What follows belongs to an exercise in optimizing a design on an open flow for small area, a short achievable clock period and few clock cycles; a production flow would make more cautious choices.
Where RTL was checked, it was by simulation tests only, not by an equivalence proof against the original.

==> build 14: inputs <==
## qsim_top
module qsim_top
(
  input  wire        clk,
  input  wire        reset_n,
  input  wire        dut_valid,
  output wire        dut_ready,
  output wire        q_state_input_sram_write_enable,
  output qsim_pkg::addr_t q_state_input_sram_write_address,
  output qsim_pkg::word_t q_state_input_sram_write_data,
  output qsim_pkg::addr_t q_state_input_sram_read_address,
  input  qsim_pkg::word_t q_state_input_sram_read_data,
  output wire        q_state_output_sram_write_enable,
  output qsim_pkg::addr_t q_state_output_sram_write_address,
  output qsim_pkg::word_t q_state_output_sram_write_data,
  input  qsim_pkg::word_t q_state_output_sram_read_data,
  output wire        scratchpad_sram_write_enable,
  output qsim_pkg::addr_t scratchpad_sram_write_address,
  output qsim_pkg::word_t scratchpad_sram_write_data,
  output qsim_pkg::addr_t scratchpad_sram_read_address,
  input  qsim_pkg::word_t scratchpad_sram_read_data,
  output qsim_pkg::addr_t q_gates_sram_read_address,
  input  qsim_pkg::word_t q_gates_sram_read_data
);
  logic [3:0]  col;
  logic [4:0]  col1;
  logic        src1;
  logic        first2;
  logic [3:0]  wrow;
  logic [4:0]  wrow1;
  logic [31:0] acc;
  qsim_seq qsim_seq_i (
    .clk        (clk),
    .reset_n    (reset_n),
    .dut_valid  (dut_valid),
    .dut_ready  (dut_ready),
    .header_word(q_state_input_sram_read_data),
    .gate_addr  (q_gates_sram_read_address),
    .col        (col),
    .col1       (col1),
    .src1       (src1),
    .first2     (first2),
    .input_we   (q_state_input_sram_write_enable),
    .scratch_we (scratchpad_sram_write_enable),
  ...
clock: 9.0 ns
lec_check: 0
abc_area: 1
cap_margin: 20
core_margin: 2
core_utilization: 40
cts_cluster_diameter: 80
cts_cluster_size: 30
slew_margin: 20
standard.sh (not shown) runs the stock make flow with config.mk's settings and CLKGATE_MAP_FILE= SYNTH_SCRIPT=/design/flow/synth_recipe.tcl, a recipe that flattens the netlist after the stock synthesis.
==> flow/flow/run.sh <==
#!/bin/bash
# The standard layout (standard.sh) with these changes:
#  - synthesis skips the quick "abc -fast" pass inside Yosys's synth (-noabc);
#    otherwise that pass rewrites the generated full-adder trees so that
#    extract_fa finds most adders with inverted inputs and outputs, which
#    leaves several hundred inverters between the adder cells. Registers,
#    flattening and renaming are as in synth_recipe.tcl.
#  - every port still gets its buffer, but a plain buf_2 instead of the
#    clkdlybuf4s50_1 that buffer_ports picks by itself.
set -euo pipefail
export SETUP_SLACK_MARGIN=${MARGIN:-5.9}
export BUFFER_PORTS_ARGS="-buffer_cell sky130_fd_sc_hd__buf_2"
sed '1s/-nofsm -noshare /-nofsm -noshare -noabc /' synth_recipe.tcl > synth_noabc.tcl
grep -q -- '-noabc' synth_noabc.tcl
sed 's#/synth_recipe\.tcl#/synth_noabc.tcl#g' standard.sh > standard_noabc.sh
grep -q 'synth_noabc.tcl' standard_noabc.sh
bash standard_noabc.sh > standard.log 2>&1
==> trial 62: changes against build 14 <==
- ABC_AREA: 1 -> unset
==> trial 38: changes against build 14 <==
==> flow/run.sh (new file) <==
#!/bin/bash
# synth_recipe.tcl (not shown) runs the flow's synth.tcl, then flattens the netlist and writes it again
# the make line also repeats each setting of config.mk as NAME=value (left out here)
make -C /OpenROAD-flow-scripts/flow DESIGN_CONFIG=/design/flow/config.mk WORK_HOME=/design/flow/orfs CLKGATE_MAP_FILE= SYNTH_SCRIPT=/design/flow/synth_recipe.tcl finish
- ABC_AREA: 1 -> unset
- SETUP_SLACK_MARGIN: unset -> 5
removed: flow/flow/run.sh
removed: flow/standard.sh
==> reports/metrics.csv <==
metric,value,unit
insertion_delay,0.66,ns
final_cell_mix,"inv_1 (508), a22oi_1 (475), xnor2_1 (424)",
syn_inst,3658,
critPathKind,reg2out,
startpoint,qsim_seq_i.dut_ready,
status,"complete, no violations",
synthTopCellsByCount,"inv_1 (512), a22oi_1 (475), dfxtp_1 (431)",
That was trial 38.
==> reports/metrics.csv <==
metric,value,unit
status,"complete, no violations",
startpoint,qsim_seq_i.gate_addr[3],
syn_inst,3259,
final_cell_mix,"xnor2_1 (485), a22oi_1 (479), fa_1 (421)",
hp-start,qsim_seq_i.src_p[1],
synthTopCellsByCount,"xnor2_1 (485), a22oi_1 (479), dfxtp_1 (431)",
required,7.20,ns
That was trial 62.
==> reports/metrics.csv <==
metric,value,unit
synth_cell_type_count,59,
required,9.58,ns
n_antenna_cell,1,
largestClassByArea,multi-input gates,
final_cell_mix,"xor2_1 (591), o22ai_1 (479), fa_1 (422)",
cts_tree,yes,
fmax,320,MHz
insertion_delay,0.64,ns
startpoint,qsim_cmac_i.vim_neg[2],
status,"complete, no violations",
synthTopCellsByCount,"xor2_1 (597), o22ai_1 (479), dfxtp_1 (431)",
That was build 14.
Testbench counts of build 14, summed over its fixed seeds: cycles 16,392.
Testbench counts of trial 62, summed over its fixed seeds: cycles 16,392.
Testbench counts of trial 38, summed over its fixed seeds: cycles 16,392.

==> branch indigo: inputs <==
Another version of the RTL of qsim_top (not shown whole).
export LEC_CHECK = 0
export CAP_MARGIN = 20
export CORE_MARGIN = 2
export CORE_UTILIZATION = 40
export CTS_CLUSTER_DIAMETER = 80
export CTS_CLUSTER_SIZE = 30
export SLEW_MARGIN = 20
create_clock -name core_clock -period 9.0 [get_ports {clk}]
==> flow/flow/run.sh <==
#!/bin/bash
set -euo pipefail
export SETUP_SLACK_MARGIN=${MARGIN:-5.4}
export BUFFER_PORTS_ARGS="-buffer_cell sky130_fd_sc_hd__buf_2"
sed '1s/-nofsm -noshare /-nofsm -noshare -noabc /' synth_recipe.tcl > synth_noabc.tcl
grep -q -- '-noabc' synth_noabc.tcl
sed 's#/synth_recipe\.tcl#/synth_noabc.tcl#g' standard.sh > standard_noabc.sh
grep -q 'synth_noabc.tcl' standard_noabc.sh
bash standard_noabc.sh > standard.log 2>&1
==> inputs of branch nickel, as changes to branch indigo <==
--- a/flow/flow/run.sh
+++ b/flow/flow/run.sh
@@ -2,3 +2,3 @@
 set -euo pipefail
-export SETUP_SLACK_MARGIN=${MARGIN:-5.4}
+export SETUP_SLACK_MARGIN=${MARGIN:-5.5}
 export BUFFER_PORTS_ARGS="-buffer_cell sky130_fd_sc_hd__buf_2"
ABC_AREA = 1   (was unset)
CTS_CLUSTER_DIAMETER = unset   (was 80)
CTS_CLUSTER_SIZE = unset   (was 30)
==> results.tsv <==
metric	value	unit
status	finished clean	
multi_input_area	0.0230	sq mm
synth_cell_types	54	
die_area	0.0883	sq mm
seq_area	0.00839	sq mm
yosys.area_share.adder	30.6	%
dr.pass1.iters	9	
cp_num_cells	10	
finalCritPeriodShare	38.7	%
The numbers above come from branch nickel.

==> results.tsv <==
metric	value	unit
yosys.area_share.adder	31.1	%
dp_cells	4338	
seq_area	0.00851	sq mm
die_area	0.0884	sq mm
cp_num_cells	12	
synth_cell_types	72	
multi_input_area	0.0238	sq mm
dr.pass1.iters	6	
reg2reg_depth	12	
status	finished clean	
The numbers above come from branch indigo.

Testbench counts of branch indigo, summed over its fixed seeds: cycles 16,392.
Testbench counts of branch nickel, summed over its fixed seeds: cycles 16,392.

==> cedar <==
Another version of the RTL of qsim_top (not shown whole).
clock: 9.0 ns
lec_check: 0
cap_margin: 20
core_margin: 2
core_utilization: 40
cts_cluster_diameter: 80
cts_cluster_size: 30
slew_margin: 20
==> flow/flow/run.sh <==
#!/bin/bash
# The standard layout (standard.sh) with these changes:
#  - synthesis skips the quick "abc -fast" pass inside Yosys's synth (-noabc);
#    otherwise that pass rewrites the generated full-adder trees so that
#    extract_fa finds most adders with inverted inputs and outputs, which
#    leaves several hundred inverters between the adder cells. Registers,
#    flattening and renaming are as in synth_recipe.tcl.
#  - every port still gets its buffer, but a plain buf_1 instead of the
#    clkdlybuf4s50_1 that buffer_ports picks by itself.
set -euo pipefail
export SETUP_SLACK_MARGIN=${MARGIN:-5.4}
export BUFFER_PORTS_ARGS="-buffer_cell sky130_fd_sc_hd__buf_1"
sed '1s/-nofsm -noshare /-nofsm -noshare -noabc /' synth_recipe.tcl > synth_noabc.tcl
grep -q -- '-noabc' synth_noabc.tcl
sed 's#/synth_recipe\.tcl#/synth_noabc.tcl#g' standard.sh > standard_noabc.sh
grep -q 'synth_noabc.tcl' standard_noabc.sh
bash standard_noabc.sh > standard.log 2>&1
==> onyx: changes against cedar <==
--- a/flow/flow/run.sh
+++ b/flow/flow/run.sh
@@ -7,3 +7,3 @@
 #    flattening and renaming are as in synth_recipe.tcl.
-#  - every port still gets its buffer, but a plain buf_1 instead of the
+#  - every port still gets its buffer, but a plain buf_2 instead of the
 #    clkdlybuf4s50_1 that buffer_ports picks by itself.
@@ -11,3 +11,3 @@
 export SETUP_SLACK_MARGIN=${MARGIN:-5.4}
-export BUFFER_PORTS_ARGS="-buffer_cell sky130_fd_sc_hd__buf_1"
+export BUFFER_PORTS_ARGS="-buffer_cell sky130_fd_sc_hd__buf_2"
 sed '1s/-nofsm -noshare /-nofsm -noshare -noabc /' synth_recipe.tcl > synth_noabc.tcl
==> raven: changes against cedar <==
==> flow/flow/run.sh (replaced) <==
#!/bin/bash
set -euo pipefail
export SETUP_SLACK_MARGIN=${MARGIN:-5.4}
export BUFFER_PORTS_ARGS="-buffer_cell sky130_fd_sc_hd__buf_2"
sed '1s/-nofsm -noshare /-nofsm -noshare -noabc /' synth_recipe.tcl > synth_noabc.tcl
grep -q -- '-noabc' synth_noabc.tcl
sed 's#/synth_recipe\.tcl#/synth_noabc.tcl#g' standard.sh > standard_noabc.sh
grep -q 'synth_noabc.tcl' standard_noabc.sh
bash standard_noabc.sh > standard.log 2>&1
Settings changed: CTS_CLUSTER_DIAMETER 80 to not set, CTS_CLUSTER_SIZE 30 to not set.
==> summary of the runs <==
- In register-to-register slack, raven and cedar hardly differ.
- Against onyx, the sequential share of layout area of cedar is higher by 0.14 points.
- In synthesized cell count, raven and cedar do not differ.
- In critical path depth, raven and cedar do not differ.
- Fmax is about the same in cedar and raven.
- Cell count: raven > cedar > onyx.
==> figures <==
metric	raven	onyx	cedar
Average vias per placed instance	5.78	5.78	5.81
Run status	timing/DRC/antenna clean	timing/DRC/antenna clean	timing/DRC/antenna clean
Fill count	7644	7669	7694
Worst setup path endpoint	qsim_cmac_i.acc[13]	qsim_cmac_i.acc[13]	qsim_cmac_i.acc[12]
Net count, final	3783	3768	3773
Final worst clock skew	0.0424 ns	0.0770 ns	0.0265 ns
Clock latency on the worst-skew pair	0.62 ns	0.65 ns	0.61 ns
Worst Max-Slew Pin Slew	1.10 ns	1.03 ns	0.872 ns
Met3 wire length	10700 um	10200 um	10700 um
Biggest fanout along the worst timing path	3	4	4
Tightest slew margin relative to the limit	27.0%	31.3%	41.9%
Met1 layer wirelength in the final routing	39200 um	39600 um	39700 um
R2R setup slack	5.29 ns	5.32 ns	5.29 ns
Number of non-filler instances in the completed layout	4209	4181	4184
Function was not checked in any run of this note: the RTL went through the layout flow alone.

==> inputs of wip/yarrow <==
RTL: one of the versions met above, not the one the previous note started from.
Settings: LEC_CHECK=0, CAP_MARGIN=20, CORE_MARGIN=2, CORE_UTILIZATION=40, SLEW_MARGIN=20; clock period 9.0 ns.
==> flow/flow/run.sh <==
#!/bin/bash
set -euo pipefail
export SETUP_SLACK_MARGIN=${MARGIN:-5.3}
export BUFFER_PORTS_ARGS="-buffer_cell sky130_fd_sc_hd__buf_2"
sed '1s/-nofsm -noshare /-nofsm -noshare -noabc /' synth_recipe.tcl > synth_noabc.tcl
grep -q -- '-noabc' synth_noabc.tcl
sed 's#/synth_recipe\.tcl#/synth_noabc.tcl#g' standard.sh > standard_noabc.sh
grep -q 'synth_noabc.tcl' standard_noabc.sh
bash standard_noabc.sh > standard.log 2>&1
==> inputs of wip/quartz, as changes to wip/yarrow <==
==> flow/flow/run.sh (replaced) <==
#!/bin/bash
set -euo pipefail
export SETUP_SLACK_MARGIN=${MARGIN:-5.8}
sed '1s/-nofsm -noshare /-nofsm -noshare -noabc /' synth_recipe.tcl > synth_noabc.tcl
grep -q -- '-noabc' synth_noabc.tcl
sed 's#/synth_recipe\.tcl#/synth_noabc.tcl#g' standard.sh > standard_noabc.sh
grep -q 'synth_noabc.tcl' standard_noabc.sh
bash standard_noabc.sh > standard.log 2>&1
==> inputs of wip/indigo, as changes to wip/yarrow <==
--- a/flow/flow/run.sh
+++ b/flow/flow/run.sh
@@ -1,5 +1,5 @@
 #!/bin/bash
 set -euo pipefail
-export SETUP_SLACK_MARGIN=${MARGIN:-5.3}
+export SETUP_SLACK_MARGIN=${MARGIN:-5.7}
 export BUFFER_PORTS_ARGS="-buffer_cell sky130_fd_sc_hd__buf_2"
 sed '1s/-nofsm -noshare /-nofsm -noshare -noabc /' synth_recipe.tcl > synth_noabc.tcl
==> inputs of wip/xenon, as changes to wip/yarrow <==
--- a/flow/flow/run.sh
+++ b/flow/flow/run.sh
@@ -1,5 +1,5 @@
 #!/bin/bash
 set -euo pipefail
-export SETUP_SLACK_MARGIN=${MARGIN:-5.3}
+export SETUP_SLACK_MARGIN=${MARGIN:-5.4}
 export BUFFER_PORTS_ARGS="-buffer_cell sky130_fd_sc_hd__buf_2"
 sed '1s/-nofsm -noshare /-nofsm -noshare -noabc /' synth_recipe.tcl > synth_noabc.tcl
==> comparison table <==
metric                                                            wip/indigo                wip/xenon               wip/yarrow               wip/quartz
Outcome                                              complete, no violations  complete, no violations  complete, no violations  complete, no violations
Count of nets after finishing                                           4051                     3945                     3945                     4164
Worst slew margin relative to its limit                                43.6%                    38.8%                    29.8%                    48.0%
Initial antenna violation count                                            3                        1                        3                        0
Met3 wire len                                                        15.9 mm                  10.2 mm                  10.5 mm                  16.7 mm
Source of the worst hold timing path                       qsim_seq_i.first2      qsim_seq_i.src_p[1]        qsim_seq_i.first2      qsim_seq_i.src_p[0]
Start point of the critical path                      qsim_cmac_i.vre_one[2]   qsim_cmac_i.vre_neg[0]   qsim_cmac_i.vim_two[4]   qsim_cmac_i.vre_one[0]
Cell depth of the worst flop-to-flop path                                 12                       11                        6                        8
Post-synthesis to final-layout area growth                             15.3%                    9.49%                    8.83%                    23.6%
Reg2Reg Setup Slack                                                  5.62 ns                  5.52 ns                  5.32 ns                  5.70 ns
Initial DRT Pass Iterations                                                9                        7                        6                        8
Multi-input logic cell count                                            2398                     2398                     2398                     2399
RSZ-0062 raised after global routing                                    true                    false                     true                     true
Met2 routed WL                                                       50.8 mm                  47.6 mm                  47.1 mm                  54.2 mm
Portion of the layout cell area used by clock cells                    4.26%                    4.80%                    4.57%                    4.46%
Testbench counts of wip/yarrow, summed over its fixed seeds: cycles 16,392.
Testbench counts of wip/quartz, summed over its fixed seeds: cycles 16,392.
Testbench counts of wip/indigo, summed over its fixed seeds: cycles 16,392.
Testbench counts of wip/xenon, summed over its fixed seeds: cycles 16,392.

==> inputs of run a <==
RTL: one of the versions met above, not the one the previous note started from.
export LEC_CHECK = 0
export CAP_MARGIN = 20
export CORE_MARGIN = 2
export CORE_UTILIZATION = 40
export CTS_CLUSTER_DIAMETER = 80
export CTS_CLUSTER_SIZE = 30
export SLEW_MARGIN = 20
create_clock -name core_clock -period 9.0 [get_ports {clk}]
==> flow/flow/run.sh <==
#!/bin/bash
# The standard layout (standard.sh) with these changes:
#  - synthesis skips the quick "abc -fast" pass inside Yosys's synth (-noabc);
#    otherwise that pass rewrites the generated full-adder trees so that
#    extract_fa finds most adders with inverted inputs and outputs, which
#    leaves several hundred inverters between the adder cells. Registers,
#    flattening and renaming are as in synth_recipe.tcl.
#  - every port still gets its buffer, but a plain buf_2 instead of the
#    clkdlybuf4s50_1 that buffer_ports picks by itself.
set -euo pipefail
export SETUP_SLACK_MARGIN=${MARGIN:-5.8}
export BUFFER_PORTS_ARGS="-buffer_cell sky130_fd_sc_hd__buf_2"
sed '1s/-nofsm -noshare /-nofsm -noshare -noabc /' synth_recipe.tcl > synth_noabc.tcl
grep -q -- '-noabc' synth_noabc.tcl
sed 's#/synth_recipe\.tcl#/synth_noabc.tcl#g' standard.sh > standard_noabc.sh
grep -q 'synth_noabc.tcl' standard_noabc.sh
bash standard_noabc.sh > standard.log 2>&1
==> inputs of run b, as changes to run a <==
--- a/flow/flow/run.sh
+++ b/flow/flow/run.sh
@@ -9,5 +9,5 @@
 #    clkdlybuf4s50_1 that buffer_ports picks by itself.
 set -euo pipefail
-export SETUP_SLACK_MARGIN=${MARGIN:-5.8}
+export SETUP_SLACK_MARGIN=${MARGIN:-5.9}
 export BUFFER_PORTS_ARGS="-buffer_cell sky130_fd_sc_hd__buf_2"
 sed '1s/-nofsm -noshare /-nofsm -noshare -noabc /' synth_recipe.tcl > synth_noabc.tcl
- CORE_UTILIZATION: 40 -> 45
==> impl_metrics.yaml <==
placed_design:
  postPlaceCellArea_um2: 36100
die:
  initial_utilization: 0.402
layout:
  multi_input_cells: 2318
  buf_share: 0.0445
  final_cell_mix: "485 x xnor2_1, 479 x a22oi_1, 422 x fa_1, 359 x dfxtp_1, 236 x buf_2"
status:
  status: "complete, no violations"
timing:
  setup_slack_ps: 5820
-- figures above: run a

==> impl_metrics.yaml <==
placed_design:
  postPlaceCellArea_um2: 36000
status:
  status: "complete, no violations"
layout:
  buf_share: 0.0501
  multi_input_cells: 2319
-- figures above: run b

Testbench counts of run a, summed over its fixed seeds: cycles 16,392.
Testbench counts of run b, summed over its fixed seeds: cycles 16,392.

## separate check: timing with driven ports
In the flow no input, the clock included, has a driving cell. The finished layouts below were timed again as built, in two steps.
Step 1, drivers: a clkbuf_16 drives clk and a buf_2 each remaining input, both assumed.
Step 2, shift: input delay + t, output delay - t, t = (earliest + latest rising clock arrival at the registers) / 2. This alone moves slack from input paths to output paths.
Three values: ideal, step 1, step 2; two values: the first two.
run | shift t [ns] | slack for setup (ns) | hold slack, ns
build 14 | 0.692 | 5.875 / 5.875 / 5.395 | 0.340 / 0.340 / 0.340
trial 62 | 0.709 | 5.951 / 5.888 / 5.291 | 0.338 / 0.338 / 0.338
trial 38 | 0.704 | 5.156 / 5.090 / 4.545 | 0.329 / 0.329 / 0.329
branch indigo | 0.699 | 5.498 / 5.498 / 4.982 | 0.336 / 0.336 / 0.336
branch nickel | 0.655 | 5.518 / 5.518 / 5.069 | 0.327 / 0.327 / 0.327
cedar | 0.659 | 5.286 / 5.286 / 4.948 | 0.332 / 0.332 / 0.332
onyx | 0.674 | 5.323 / 5.323 / 5.030 | 0.344 / 0.344 / 0.344
raven | 0.660 | 5.293 / 5.293 / 5.039 | 0.319 / 0.319 / 0.319
wip/yarrow | 0.683 | 5.317 / 5.317 / 4.944 | 0.323 / 0.323 / 0.323
wip/quartz | 0.700 | 5.698 / 5.698 / 5.188 | 0.327 / 0.327 / 0.327
wip/indigo | 0.688 | 5.615 / 5.615 / 5.218 | 0.326 / 0.326 / 0.326
wip/xenon | 0.681 | 5.520 / 5.520 / 5.027 | 0.328 / 0.328 / 0.328
run a | 0.724 | 5.822 / 5.788 / 5.230 | 0.333 / 0.333 / 0.333
run b | 0.693 | 5.903 / 5.873 / 5.281 | 0.331 / 0.331 / 0.331
After both steps every run listed still meets setup and hold. The setup slack of trial 62, which loses most, moves by -0.063 ns with the drivers and by -0.660 ns with both steps.
